Context: an optimization exercise on an open-source flow, tuned for small area. The choices shown serve that exercise and are no tape-out recipe. The RTL was checked by simulation tests, not by an equivalence proof against the original design. Power and IR drop assume default switching activity.

`flow/constraint.sdc`:
```
create_clock -name core_clock -period 20.0 [get_ports {clk}]
set_input_delay 4.0000 -clock core_clock [delete_from_list [all_inputs] [get_ports {clk}]]
set_output_delay 4.0000 -clock core_clock [all_outputs]
set_load 0.01 [all_outputs]
```
`flow/design.v`:
```
package space_pkg;
  typedef logic [9:0] coord_t;   
  typedef logic [9:0] score_t;   
  localparam coord_t H_ACTIVE     = 10'd640;
  localparam coord_t H_TOTAL      = 10'd800;
  localparam coord_t H_SYNC_START = 10'd656;
  localparam coord_t H_SYNC_END   = 10'd752;
  localparam coord_t V_ACTIVE     = 10'd480;
  localparam coord_t V_TOTAL      = 10'd525;
  localparam coord_t V_SYNC_START = 10'd490;
  localparam coord_t V_SYNC_END   = 10'd492;
  localparam int     NUM_ROWS      = 5;
  localparam int     NUM_COLS      = 11;
  localparam coord_t ALIEN_SIZE    = 10'd24;    
  localparam coord_t ALIEN_PITCH_X = 10'd30;
  localparam coord_t ALIEN_PITCH_Y = 10'd32;
  localparam coord_t GRID_X0       = 10'd70;
  localparam coord_t GRID_Y0       = 10'd150;
  localparam coord_t MARCH_MAX     = 10'd100;
  localparam coord_t SHOOTER_Y       = 10'd460;
  localparam coord_t SHOOTER_START_X = 10'd253;
  localparam coord_t SHOOTER_MIN_X   = 10'd10;
  localparam coord_t SHOOTER_MAX_X   = 10'd528;
  localparam coord_t SHOOTER_STEP    = 10'd10;
  localparam coord_t BULLET_W        = 10'd4;
  localparam coord_t BULLET_H        = 10'd8;
  localparam coord_t BULLET_START_Y  = 10'd460;
  localparam coord_t DIGIT_Y    = 10'd20;
  localparam logic [29:0] DIGIT_X = {   
    10'd90,
    10'd60,
    10'd30
  };
  localparam logic [63:0] SPRITE_SMALL = {   
    8'b10000001,
    8'b01000010,
    8'b00100100,
    8'b11111111,
    8'b11011011,
    8'b01111110,
    8'b00111100,
    8'b00011000
  };
  localparam logic [143:0] SPRITE_MEDIUM = {   
    12'b000000000000,
    12'b100000000100,
    12'b010000001000,
    12'b001100110000,
    12'b101000000010,
    12'b101001100010,
    12'b101111111010,
    12'b111111111110,
    12'b011011101100,
    12'b001111111000,
    12'b000111110000,
    12'b000011100000
  };
  localparam logic [99:0] SPRITE_LARGE = {   
    10'b0111111110,
    10'b1100000110,
    10'b1000000010,
    10'b0100000100,
    10'b0010010010,
    10'b0111111110,
    10'b1111111111,
    10'b1101101101,
    10'b0111111110,
    10'b0011111100
  };
  localparam logic [69:0] SEG_FONT = {   
    7'b1101111,
    7'b1111111,
    7'b0000111,
    7'b1111101,
    7'b1101101,
    7'b1100110,
    7'b1001111,
    7'b1011011,
    7'b0000110,
    7'b0111111
  };
  localparam logic [8:0] ROW_COLOR = {   
    3'b110,
    3'b101,
    3'b011
  };
  localparam logic [49:0] ROW_POINTS = {   
    10'd10,
    10'd10,
    10'd20,
    10'd20,
    10'd30
  };
endpackage
module vga_timing (
  input  logic       clk,
  input  logic       rst_n,
  output logic [4:0] o_hc,       
  output logic [4:0] o_hp,       
  output logic [9:0] o_vy,       
  output logic       o_active,
  output logic       o_hsync,
  output logic       o_vsync
);
  localparam logic [9:0] VY0 = 10'd106;
  logic h_last, v_last, hp_last;
  assign hp_last = (o_hp == 5'd29);
  assign h_last  = (o_hc == 5'd26) && (o_hp == 5'd19);    
  assign v_last  = (o_vy == VY0 + 10'd524);
  always_ff @(posedge clk or negedge rst_n) begin
    if (!rst_n) begin
      o_hc <= '0;
      o_hp <= '0;
      o_vy <= VY0;
    end else begin
      if (h_last) begin
        o_hc <= '0;
        o_hp <= '0;
        o_vy <= v_last ? VY0 : o_vy + 10'd1;
      end else if (hp_last) begin
        o_hc <= o_hc + 5'd1;
        o_hp <= '0;
      end else begin
        o_hp <= o_hp + 5'd1;
      end
    end
  end
  assign o_active = ((o_hc < 5'd21) || (o_hc == 5'd21 && o_hp < 5'd10)) && (o_vy < VY0 + 10'd480);
  assign o_hsync  = !(((o_hc > 5'd21) || (o_hc == 5'd21 && o_hp >= 5'd26)) &&
                      ((o_hc < 5'd25) || (o_hc == 5'd25 && o_hp < 5'd2)));
  assign o_vsync  = !((o_vy >= VY0 + 10'd490) && (o_vy < VY0 + 10'd492));
endmodule
module player_control #(
  parameter int BULLET_DIV = 3000
) (
  input  logic       clk,
  input  logic       rst_n,
  input  logic       i_right,
  input  logic       i_left,
  input  logic       i_fire,
  input  logic       i_start,
  input  logic       i_hit,
  input  logic       i_move_tick,
  output logic [4:0] o_sc,
  output logic [4:0] o_sp,
  output logic [4:0] o_bc,
  output logic [4:0] o_bp,
  output logic [9:0] o_by,
  output logic       o_bullet_active
);
  localparam int BULLET_CW = (BULLET_DIV > 1) ? $clog2(BULLET_DIV) : 1;
  localparam logic [9:0] BY_OFS = 10'd114;
  logic                 right_q, left_q, fire_q;
  logic                 right_rise, left_rise, fire_rise;
  logic                 dir_r, dir_l;        
  logic [BULLET_CW-1:0] bullet_cnt;
  logic                 bullet_tick;
  logic [4:0]           rc, rp, lc, lp;     
  assign right_rise  = i_right & ~right_q;
  assign left_rise   = i_left & ~left_q;
  assign fire_rise   = i_fire & ~fire_q;
  assign bullet_tick = (bullet_cnt == BULLET_CW'(BULLET_DIV - 1));
  always_ff @(posedge clk or negedge rst_n) begin
    if (!rst_n) begin
      right_q <= 1'b0;
      left_q  <= 1'b0;
      fire_q  <= 1'b0;
    end else begin
      right_q <= i_right;
      left_q  <= i_left;
      fire_q  <= i_fire;
    end
  end
  always_ff @(posedge clk) begin
    if (right_rise) begin
      dir_r <= 1'b1;
      dir_l <= 1'b0;
    end else if (left_rise) begin
      dir_r <= 1'b0;
      dir_l <= 1'b1;
    end else if (!i_right && !i_left) begin
      dir_r <= 1'b0;
      dir_l <= 1'b0;
    end
  end
  always_comb begin
    if (o_sp >= 5'd20) begin
      rc = o_sc + 5'd1;
      rp = o_sp - 5'd20;
    end else begin
      rc = o_sc;
      rp = o_sp + 5'd10;
    end
    if (rc > 5'd17 || (rc == 5'd17 && rp > 5'd22)) begin
      rc = 5'd17;
      rp = 5'd22;
    end
    if (o_sp < 5'd10) begin
      lc = o_sc - 5'd1;
      lp = o_sp + 5'd20;
    end else begin
      lc = o_sc;
      lp = o_sp - 5'd10;
    end
    if (o_sc == 5'd0 && o_sp < 5'd24) begin
      lc = 5'd0;
      lp = 5'd14;
    end
  end
  always_ff @(posedge clk or negedge rst_n) begin
    if (!rst_n) begin
      o_sc <= 5'd8;
      o_sp <= 5'd17;
    end else if (i_start) begin
      o_sc <= 5'd8;
      o_sp <= 5'd17;
    end else if (i_move_tick && dir_r) begin
      o_sc <= rc;
      o_sp <= rp;
    end else if (i_move_tick && dir_l) begin
      o_sc <= lc;
      o_sp <= lp;
    end
  end
  always_ff @(posedge clk or negedge rst_n) begin
    if (!rst_n) begin
      o_bullet_active <= 1'b0;
    end else if (i_start || i_hit) begin
      o_bullet_active <= 1'b0;
    end else if (o_bullet_active) begin
      if (bullet_tick && o_by == BY_OFS) o_bullet_active <= 1'b0;   
    end else if (fire_rise) begin
      o_bullet_active <= 1'b1;
    end
  end
  always_ff @(posedge clk) begin
    if (!o_bullet_active) begin
      bullet_cnt <= '0;
      if (fire_rise) begin
        o_bc <= o_sc;
        o_bp <= o_sp;
        o_by <= BY_OFS + 10'd460;
      end
    end else begin
      bullet_cnt <= bullet_tick ? '0 : bullet_cnt + 1'b1;
      if (bullet_tick && o_by != BY_OFS) o_by <= o_by - 10'd1;
    end
  end
endmodule
module alien_fleet #(
  parameter int MARCH_DIV = 50000,
  parameter int MOVE_DIV  = 500000
) (
  input  logic        clk,
  input  logic        rst_n,
  input  logic        i_restart,
  input  logic [4:0]  i_bc,
  input  logic [4:0]  i_bp,
  input  logic [9:0]  i_by,             
  input  logic        i_bullet_active,
  output logic        o_hit,
  output logic        o_won,
  output logic        o_start,
  output logic        o_move_tick,
  output logic [54:0] o_dead,
  output logic [2:0]  o_mc,
  output logic [4:0]  o_mp,
  output logic [3:0]  o_hund,
  output logic [3:0]  o_tens
);
  localparam int MARCH_CW = (MARCH_DIV > 1) ? $clog2(MARCH_DIV) : 1;
  logic [MARCH_CW-1:0] march_cnt;
  logic                march_right;
  logic                fresh;
  logic                clr;
  assign o_start = i_restart | o_won;
  assign clr     = o_start | fresh;
  generate
    if (MARCH_DIV % MOVE_DIV == 0) begin : g_shared
      assign o_move_tick = ((march_cnt % MARCH_CW'(MOVE_DIV)) == MARCH_CW'(MOVE_DIV - 1));
    end else begin : g_own
      localparam int MOVE_CW = (MOVE_DIV > 1) ? $clog2(MOVE_DIV) : 1;
      logic [MOVE_CW-1:0] move_cnt;
      assign o_move_tick = (move_cnt == MOVE_CW'(MOVE_DIV - 1));
      always_ff @(posedge clk or negedge rst_n) begin
        if (!rst_n) move_cnt <= '0;
        else if (o_start) move_cnt <= '0;
        else move_cnt <= o_move_tick ? '0 : move_cnt + 1'b1;
      end
    end
  endgenerate
  logic [5:0] bsub6;
  logic       bborrow;
  logic [4:0] bsub;
  logic [5:0] colb;       
  logic [5:0] hcol;       
  logic       xhit;
  logic [3:0] hc4;
  logic [4:0] yrow;       
  logic [2:0] prow;       
  logic       prow_ok, srow_ok;
  logic [4:0] colbits;    
  logic       p_live, s_live, hit_found;
  logic [2:0] hit_row;
  assign bsub6   = {1'b0, i_bp} - {1'b0, o_mp};
  assign bborrow = bsub6[5];
  assign bsub    = bborrow ? bsub6[4:0] + 5'd30 : bsub6[4:0];
  assign colb    = {1'b0, i_bc} - {3'b0, o_mc} - {5'b0, bborrow};
  assign hcol    = colb + {5'b0, (bsub >= 5'd26)};
  assign xhit    = (bsub != 5'd25) && !hcol[5] && (hcol[4:0] <= 5'd10);
  assign hc4     = hcol[3:0];
  assign yrow    = i_by[9:5];
  assign prow    = 3'(yrow - 5'd8);
  assign prow_ok = (yrow >= 5'd8) && (yrow <= 5'd12);
  assign srow_ok = (yrow >= 5'd9) && (yrow <= 5'd13) && (i_by[4:0] == 5'd0);
  always_comb begin
    for (int r = 0; r < 5; r++) begin
      colbits[r] = 1'b1;
      for (int c = 0; c < 11; c++) begin
        if (hc4 == 4'(c)) colbits[r] = o_dead[r*11 + c];
      end
    end
  end
  assign s_live    = srow_ok && !colbits[3'(prow - 3'd1)];
  assign p_live    = prow_ok && !colbits[prow];
  assign hit_found = i_bullet_active && !o_hit && xhit && (s_live || p_live);
  assign hit_row   = s_live ? 3'(prow - 3'd1) : prow;
  logic all_dead;
  logic [3:0] pts;
  logic [4:0] tsum;
  assign all_dead = &o_dead;
  assign pts      = (hit_row == 3'd0) ? 4'd3 : (hit_row <= 3'd2) ? 4'd2 : 4'd1;
  assign tsum     = {1'b0, o_tens} + {1'b0, pts};
  always_ff @(posedge clk or negedge rst_n) begin
    if (!rst_n) begin
      fresh <= 1'b1;
    end else begin
      fresh <= 1'b0;
    end
  end
  always_ff @(posedge clk) begin
    for (int r = 0; r < 5; r++) begin
      for (int c = 0; c < 11; c++) begin
        o_dead[r*11 + c] <= !clr && (o_dead[r*11 + c] || (hit_found && hit_row == 3'(r) && hc4 == 4'(c)));
      end
    end
  end
  always_ff @(posedge clk or negedge rst_n) begin
    if (!rst_n) begin
      o_hund <= '0;
      o_tens <= '0;
      o_hit  <= 1'b0;
      o_won  <= 1'b0;
    end else if (o_start) begin
      o_hund <= '0;
      o_tens <= '0;
      o_hit  <= 1'b0;
      o_won  <= 1'b0;
    end else begin
      o_hit <= hit_found;
      o_won <= all_dead && !fresh;
      if (hit_found) begin
        if (tsum >= 5'd10) begin
          o_tens <= 4'(tsum - 5'd10);
          o_hund <= o_hund + 4'd1;
        end else begin
          o_tens <= tsum[3:0];
        end
      end
    end
  end
  always_ff @(posedge clk or negedge rst_n) begin
    if (!rst_n) begin
      o_mc        <= 3'd2;
      o_mp        <= 5'd10;
      march_right <= 1'b1;
      march_cnt   <= '0;
    end else if (o_start) begin
      o_mc        <= 3'd2;
      o_mp        <= 5'd10;
      march_right <= 1'b1;
      march_cnt   <= '0;
    end else if (march_cnt == MARCH_CW'(MARCH_DIV - 1)) begin
      march_cnt <= '0;
      if (march_right) begin
        if (o_mc < 3'd5 || o_mp < 5'd20) begin
          if (o_mp == 5'd29) begin
            o_mc <= o_mc + 3'd1;
            o_mp <= 5'd0;
          end else begin
            o_mp <= o_mp + 5'd1;
          end
        end else begin
          march_right <= 1'b0;
        end
      end else begin
        if (o_mc != 3'd2 || o_mp != 5'd10) begin
          if (o_mp == 5'd0) begin
            o_mc <= o_mc - 3'd1;
            o_mp <= 5'd29;
          end else begin
            o_mp <= o_mp - 5'd1;
          end
        end else begin
          march_right <= 1'b1;
        end
      end
    end else begin
      march_cnt <= march_cnt + 1'b1;
    end
  end
endmodule
module frame_renderer (
  input  logic        clk,
  input  logic        rst_n,
  input  logic [4:0]  i_hc,
  input  logic [4:0]  i_hp,
  input  logic [9:0]  i_vy,             
  input  logic        i_active,
  input  logic        i_hsync,
  input  logic        i_vsync,
  input  logic [54:0] i_dead,
  input  logic [2:0]  i_mc,
  input  logic [4:0]  i_mp,
  input  logic [4:0]  i_sc,             
  input  logic [4:0]  i_sp,
  input  logic [4:0]  i_bc,
  input  logic [4:0]  i_bp,
  input  logic [9:0]  i_by,             
  input  logic        i_bullet_active,
  input  logic [3:0]  i_hund,
  input  logic [3:0]  i_tens,
  output logic        o_red,
  output logic        o_green,
  output logic        o_blue,
  output logic        o_hsync,
  output logic        o_vsync
);
  localparam logic [9:0] VY0 = 10'd106;
  function automatic logic sprite_bit(input logic [1:0] cls, input logic [3:0] sx, input logic [3:0] sy);
    case (cls)
      2'd0:    sprite_bit = (sx < 4'd8 && sy < 4'd8) ? space_pkg::SPRITE_SMALL[{sy[2:0], sx[2:0]}] : 1'b0;
      2'd1:    sprite_bit = (sx < 4'd12 && sy < 4'd12) ? space_pkg::SPRITE_MEDIUM[8'(sy) * 8'd12 + 8'(sx)] : 1'b0;
      default: sprite_bit = (sx < 4'd10 && sy < 4'd10) ? space_pkg::SPRITE_LARGE[7'(sy) * 7'd10 + 7'(sx)] : 1'b0;
    endcase
  endfunction
  function automatic logic seg_bit(input logic [6:0] s, input logic [3:0] x, input logic [3:0] y);
    logic mid_x;
    mid_x = (x >= 4'd2 && x < 4'd8);
    seg_bit = (s[0] && y < 4'd2 && mid_x) ||
              (s[1] && x >= 4'd8 && y >= 4'd2 && y < 4'd7) ||
              (s[2] && x >= 4'd8 && y >= 4'd7 && y < 4'd12) ||
              (s[3] && y >= 4'd12 && mid_x) ||
              (s[4] && x < 4'd2 && y >= 4'd7 && y < 4'd12) ||
              (s[5] && x < 4'd2 && y >= 4'd2 && y < 4'd7) ||
              (s[6] && y >= 4'd7 && y < 4'd9 && mid_x);
  endfunction
  logic [4:0]  vrow;
  logic [2:0]  row;
  logic        row_ok;
  logic [1:0]  cls;
  logic [5:0]  sub6;
  logic        borrow;
  logic [4:0]  sub;
  logic [5:0]  col;         
  logic        col_ok;
  logic [10:0] row_dead;
  logic        alien_pix;
  logic [2:0]  alien_rgb;
  assign vrow   = i_vy[9:5];
  assign row    = 3'(vrow - 5'd8);
  assign row_ok = (vrow >= 5'd8) && (vrow <= 5'd12) && (i_vy[4:3] != 2'b11);
  assign cls    = (row == 3'd0) ? 2'd0 : (row <= 3'd2) ? 2'd1 : 2'd2;
  assign sub6   = {1'b0, i_hp} - {1'b0, i_mp};
  assign borrow = sub6[5];
  assign sub    = borrow ? sub6[4:0] + 5'd30 : sub6[4:0];
  assign col    = {1'b0, i_hc} - {3'b0, i_mc} - {5'b0, borrow};
  assign col_ok = !col[5] && (col[4:0] <= 5'd10) && (sub < 5'd24);
  always_comb begin
    case (row)
      3'd0:    row_dead = i_dead[10:0];
      3'd1:    row_dead = i_dead[21:11];
      3'd2:    row_dead = i_dead[32:22];
      3'd3:    row_dead = i_dead[43:33];
      default: row_dead = i_dead[54:44];
    endcase
  end
  assign alien_pix = row_ok && col_ok && !row_dead[col[3:0]] && sprite_bit(cls, sub[4:1], i_vy[4:1]);
  assign alien_rgb = !alien_pix ? 3'b000 :
                     space_pkg::ROW_COLOR[cls*3 +: 3];
  logic [5:0] sd6;
  logic [4:0] sdc;
  logic       sd_near;
  logic [3:0] sd;
  logic [4:0] sd5;
  logic       shooter_pix;
  assign sd6 = {1'b0, i_hp} - {1'b0, i_sp};
  assign sdc = i_hc - i_sc - {4'b0, sd6[5]};
  assign sd5 = sd6[5] ? sd6[4:0] + 5'd30 : sd6[4:0];
  assign sd  = sd5[3:0];
  assign sd_near = (sdc == 5'd0) && (sd5 < 5'd12);
  always_comb begin
    shooter_pix = 1'b0;
    if (sd_near) begin
      if (i_vy >= VY0 + 10'd460 && i_vy < VY0 + 10'd462) shooter_pix = (sd >= 4'd2 && sd < 4'd10);
      if (i_vy >= VY0 + 10'd462 && i_vy < VY0 + 10'd468) shooter_pix = (sd >= 4'd4 && sd < 4'd8);
      if (i_vy >= VY0 + 10'd468 && i_vy < VY0 + 10'd470) shooter_pix = 1'b1;
    end
  end
  logic [5:0] bd6;
  logic [4:0] bdc;
  logic [9:0] bdy;
  logic [4:0] bd5;
  logic       bullet_pix;
  assign bd6 = {1'b0, i_hp} - {1'b0, i_bp};
  assign bdc = i_hc - i_bc - {4'b0, bd6[5]};
  assign bd5 = bd6[5] ? bd6[4:0] + 5'd30 : bd6[4:0];
  assign bdy = i_by + ~i_vy;      
  assign bullet_pix = i_bullet_active && (bdc == 5'd0) && (bd5 < 5'd4) &&
                      (bdy < 10'd8);
  logic [3:0] digit;
  logic [6:0] font;
  logic [3:0] sdy;
  logic       score_pix;
  assign sdy = 4'(i_vy - (VY0 + 10'd20));
  always_comb begin
    case (i_hc)
      5'd1:    digit = i_hund;
      5'd2:    digit = i_tens;
      default: digit = 4'd0;
    endcase
    font = space_pkg::SEG_FONT[digit*7 +: 7];
  end
  assign score_pix = (i_hc >= 5'd1) && (i_hc <= 5'd3) && (i_hp < 5'd10) &&
                     (i_vy >= VY0 + 10'd20) && (i_vy < VY0 + 10'd34) &&
                     seg_bit(font, i_hp[3:0], sdy);
  logic red, green, blue;
  assign red   = alien_rgb[2] | bullet_pix | score_pix;
  assign green = alien_rgb[1] | bullet_pix | shooter_pix;
  assign blue  = alien_rgb[0] | bullet_pix | shooter_pix;
  always_ff @(posedge clk or negedge rst_n) begin
    if (!rst_n) begin
      o_red   <= 1'b0;
      o_green <= 1'b0;
      o_blue  <= 1'b0;
      o_hsync <= 1'b1;
      o_vsync <= 1'b1;
    end else begin
      o_red   <= i_active & red;
      o_green <= i_active & green;
      o_blue  <= i_active & blue;
      o_hsync <= i_hsync;
      o_vsync <= i_vsync;
    end
  end
endmodule
module invaders_top #(
  parameter int MOVE_DIV   = 64,
  parameter int BULLET_DIV = 4,
  parameter int MARCH_DIV  = 256
) (
  input  logic              clk,
  input  logic              rst_n,
  input  logic              i_right,
  input  logic              i_left,
  input  logic              i_fire,
  input  logic              i_restart,
  output logic              o_hsync,
  output logic              o_vsync,
  output logic              o_red,
  output logic              o_green,
  output logic              o_blue,
  output space_pkg::score_t o_score,
  output logic              o_won
);
  logic [4:0]  hc, hp;
  logic [9:0]  vy;
  logic        active, hsync_raw, vsync_raw;
  logic [4:0]  sc, sp, bc, bp;
  logic [9:0]  by;
  logic        bullet_active, hit, start, move_tick;
  logic [54:0] dead;
  logic [2:0]  mc;
  logic [4:0]  mp;
  logic [3:0]  hund, tens;
  vga_timing u_timing (
    .clk      (clk),
    .rst_n    (rst_n),
    .o_hc     (hc),
    .o_hp     (hp),
    .o_vy     (vy),
    .o_active (active),
    .o_hsync  (hsync_raw),
    .o_vsync  (vsync_raw)
  );
  player_control #(
    .BULLET_DIV (BULLET_DIV)
  ) u_player (
    .clk             (clk),
    .rst_n           (rst_n),
    .i_right         (i_right),
    .i_left          (i_left),
    .i_fire          (i_fire),
    .i_start         (start),
    .i_hit           (hit),
    .i_move_tick     (move_tick),
    .o_sc            (sc),
    .o_sp            (sp),
    .o_bc            (bc),
    .o_bp            (bp),
    .o_by            (by),
    .o_bullet_active (bullet_active)
  );
  alien_fleet #(
    .MARCH_DIV (MARCH_DIV),
    .MOVE_DIV  (MOVE_DIV)
  ) u_fleet (
    .clk             (clk),
    .rst_n           (rst_n),
    .i_restart       (i_restart),
    .i_bc            (bc),
    .i_bp            (bp),
    .i_by            (by),
    .i_bullet_active (bullet_active),
    .o_hit           (hit),
    .o_won           (o_won),
    .o_start         (start),
    .o_move_tick     (move_tick),
    .o_dead          (dead),
    .o_mc            (mc),
    .o_mp            (mp),
    .o_hund          (hund),
    .o_tens          (tens)
  );
  assign o_score = 10'(hund) * 10'd100 + 10'(tens) * 10'd10;
  frame_renderer u_render (
    .clk             (clk),
    .rst_n           (rst_n),
    .i_hc            (hc),
    .i_hp            (hp),
    .i_vy            (vy),
    .i_active        (active),
    .i_hsync         (hsync_raw),
    .i_vsync         (vsync_raw),
    .i_dead          (dead),
    .i_mc            (mc),
    .i_mp            (mp),
    .i_sc            (sc),
    .i_sp            (sp),
    .i_bc            (bc),
    .i_bp            (bp),
    .i_by            (by),
    .i_bullet_active (bullet_active),
    .i_hund          (hund),
    .i_tens          (tens),
    .o_red           (o_red),
    .o_green         (o_green),
    .o_blue          (o_blue),
    .o_hsync         (o_hsync),
    .o_vsync         (o_vsync)
  );
endmodule
```
`flow/config.mk`:
```
export PLATFORM = sky130hd
export DESIGN_NAME = invaders_top
export DESIGN_NICKNAME = invaders_top
export VERILOG_FILES = /design/flow/design.v
export SDC_FILE = /design/flow/constraint.sdc
export NUM_CORES = 4
export LEC_CHECK = 0
export ABC_AREA = 1
export CAP_MARGIN = 20
export CORE_MARGIN = 2
export CORE_UTILIZATION = 40
export SLEW_MARGIN = 20
```
`flow/run.sh`:
```
#!/bin/bash
# synth_recipe.tcl (not shown) runs the flow's synth.tcl, then flattens the netlist and writes it again
# the make line also repeats each setting of config.mk as NAME=value (left out here)
make -C /OpenROAD-flow-scripts/flow DESIGN_CONFIG=/design/flow/config.mk WORK_HOME=/design/flow/orfs CLKGATE_MAP_FILE= SYNTH_SCRIPT=/design/flow/synth_recipe.tcl finish
```
==> run summary <==
## state kept, by name (all words and copies together) (netlist names), 8 cells and up
name / cells
u_fleet.o_dead: 55
u_player.o_by: 10
u_timing.o_vy: 10
u_fleet.march_cnt: 8
## path summary, 6_finish.rpt
| kind | startpoint | endpoint | slack (ps) |
|---|---|---|---|
| setup / recovery | u_fleet.o_mp[2] | u_fleet.o_tens[2] | 11400 |
| hold / removal | u_player.bullet_cnt[0] | u_player.bullet_cnt[0] | 420 |
| setup reg to reg | u_fleet.o_mp[2] | u_fleet.o_tens[2] | 11400 |
| hold reg to reg | u_player.bullet_cnt[0] | u_player.bullet_cnt[0] | 420 |
| max in group asynchronous | rst_n | u_fleet.o_won | 15690 |
| min in group asynchronous | rst_n | u_player.o_sp[3] | 3710 |
## cell type report
cell class	count	area, um2	share of cell area
multi-input cells	1264	7921	0.5713
flip-flops and latches	146	3476	0.2507
inverters	305	1145	0.08257
clock buffers	23	510.5	0.03682
well taps	402	503.0	0.03628
repair buffers	23	220.2	0.01588
clock inverters	9	90.09	0.006497
## cell usage in the layout (no fill, tap or decap), types with 9 or more instances in the layout
master and count:
a211oi_1 11, a21oi_1 145, a31oi_1 11, clkbuf_16 19, clkdlybuf4s50_1 19, dfrtp_1 53
dfstp_2 14, dfxtp_1 59, edfxtp_1 20, fa_1 22, ha_1 135, inv_1 291
nand2_1 273, nand3_1 139, nand4_1 53, nor2_1 127, nor3_1 30, nor4_1 18
o211ai_1 16, o21ai_0 93, o22ai_1 31, or2_2 9, xnor2_1 26, xor2_1 44
## power breakdown
group / total (W) / leakage [nW] / internal [W] / switching, W
registers: 0.000324 / 1.50 / 0.000311 / 0.0000131
logic: 0.000166 / 4.31 / 0.0000569 / 0.000109
clock network: 0.000333 / 0.295 / 0.000194 / 0.000139
## metrics by stage
stage	instance area (um2)	utilization	total power [W]	setup slack [ps]
4_1_cts	13870	0.4405	0.0008288	11510
2_1_floorplan	12730	-	0.0004518	12900
5_1_grt	13870	0.4405	0.0008654	10500
6_report	13870	0.4405	0.0008229	11400
3_3_place_gp	13270	0.4215	0.0004905	11850
3_5_place_dp	13270	0.4215	0.0004939	11540
## logic make-up (layout without fill, tap and decap cells)
family                   after synthesis  in the layout  share of synthesized area
AND/OR/NAND/NOR                      681            681                     0.2446
AO/OA/AOI/OAI                        352            352                     0.1595
buffers and inverters                338            360                     0.1049
adder cells (fa/ha/maj)              157            157                     0.1673
flip-flops                           146            146                     0.2731
XOR/XNOR                              71             71                    0.04945
other                                  1              2                  0.0002946
multiplexers                           1              1                  0.0008846
## metal layers
layer / track usage / vias to the layer above / wire length [um]
met1: 0.3014 / 5548 / 17000
met2: 0.3716 / 324 / 17010
li1: - / 5915 / -
met3: 0.02714 / 60 / 1485
met5: 0 / - / 0
met4: 0.07032 / 0 / 927
==> metrics.md <==
| Metric | Value |
|---|---|
| Status | `no timing/DRC/antenna violations` |
| Area of the mapped netlist | `12730 um2` |
| First DRT Iteration DRCs | `949` |
| Core area | `31470 um2` |
| Antenna viol nets, final | `0` |
| Die Span Y | `approximately 180 um` |
| Leading area contributor after synthesis | `ha_1` |
| Async set-or-reset flop fraction in the synthesized netlist | `0.4589` |
| Hold-fix buffers, CTS | `0` |
| Slew @ Worst Pin | `approximately 1100 ps` |
| Synthesis warning total | `4` |
| Vias per Instance | `5.454` |
| Final Wtd Congestion | `0.9255` |
| Worst-skew pair later-pin latency | `450 ps` |
| Min Hold Slack | `424.4 ps` |
| Layout cells sized above 1 | `0.05141` |
| Crit-path max cell delay | `about 540 ps` |
| Fillers | `3148` |
| Clock Tree Buf Depth | `2` |
| Cells taking the most area after synthesis | `ha_1, dfrtp_1, dfxtp_1, inv_1, nand2_1` |
| HP Class | `reg -> reg` |
| F_max | `0.1163 GHz` |
| Starting Density | `0.4044` |
| Max-slew violations | `0` |
| WL/cell | `about 17 um` |
| Crit path kind | `reg -> reg` |
| Non-Filler Instances | `2172` |
| Post-CTS setup buffer count | `0` |
| Ports | `22` |
| Post-synth EDFFs | `20` |
| Crit path DAT | `8960 ps` |
| Static leakage | `roughly 6.1 nW` |
| Crit start category | `flop` |
| PwrDens | `59.34 nW/um2` |
| Clock Skew | `15.04 ps` |
| WP buf/inv | `9` |
| Worst vdd ir | `approximately 0.052 mV` |
| WHS Path Cells | `1` |
| Vias in the first global route | `between 10000 and 15000` |
| Setup TNS | `0 ps` |
| Req. time, crit path | `20360 ps` |
| CP endpoint kind | `flop` |
| CTS buffer count | `17` |
| Crit path depth | `48` |
| HPWL Detailed | `around 28000 um` |
| Unrepaired setup endpoints after global routing | `false` |
| Seq/Total Area, Yosys | `0.2731` |
| Routed Wire Length | `about 36000 um` |
| Reg clk slew, reported paths | `70 ps` |
| Top fanout value on the critical path | `17` |
| Clock sink total | `146` |
| Residual DRC count | `0` |
| Yosys cell types | `59` |
| Slowest-stage cell, CP | `nor2_1` |
| Max_slew headroom | `0.2494` |
| Final Hold Viols | `0` |
| Largest net degree at the start of global routing | `68` |
| Setup Viol. Count Final | `0` |
| Most common cell on crit path | `inv_1` |
| Area growth syn-to-layout | `8.935%` |
| Syn Area/Cell | `7.286 um2` |
| Period utilization | `0.4301` |
| Maximum capacitance violations | `0` |
| Synth Flop Type | `dfxtp_1` |
| IO Port Bufs | `20` |
| Total grt overflow | `0` |
| Number of synthesized register bits | `between 100 and 150` |
| First drt pass iteration count | `6` |
| H-tree levels | `4` |
| Post-synth top area share | `0.1327` |
| Critical path's top delay family | `simple AND/OR/NAND/NOR gates` |
| Top-count cell post-synth | `inv_1` |
| Vias | `11850` |
| Die area | `33260 um2` |
| Ant diodes | `0` |
| Die W | `182.4 um` |
| Post-synthesis cell count | `around 1700` |
| Initial antenna violation count | `0` |
| Fin nets | `1920` |
| Post-CTS resize count | `0` |
| Reg2Reg Depth | `48` |
| Rows | `65` |
| First-pass GRT wire length | `around 59000 um` |
| CTS tree | `done` |
| Placed Instances | `2140` |
| Gr usage total | `0.2228` |
| Synth top cells by count | `inv_1, nand2_1, a21oi_1` |
| Root buf cell | `clkbuf_16` |
| Period minus WS final | `between 8000 and 9000 ps` |

-- separate check: timing with driven ports --
How much do the figures lean on ideal ports? The routed layout below was timed once more, with nothing changed but the port constraints.
Step 1 (the two cells are an assumption about what drives the block):
set clk [get_ports {clk}]
set_driving_cell -lib_cell sky130_fd_sc_hd__clkbuf_16 $clk
set_driving_cell -lib_cell sky130_fd_sc_hd__buf_2 [delete_from_list [all_inputs] $clk]
Step 2 also shifts input and output timing later by t, the mid clock arrival at the registers, as if the neighbouring blocks saw the same clock.
a / b / c = no drivers / after step 1 / after step 2; a / b = the first two.
shift t [ns]: 0.488
slack for setup (ns): 11.399 / 11.399 / 11.399
worst register clock-pin slew, ns: 0.07 / 0.07
After both steps this run still meets setup and hold. For this run, drivers alone change the setup slack by 0.000 ns; drivers and shift together by 0.000 ns.
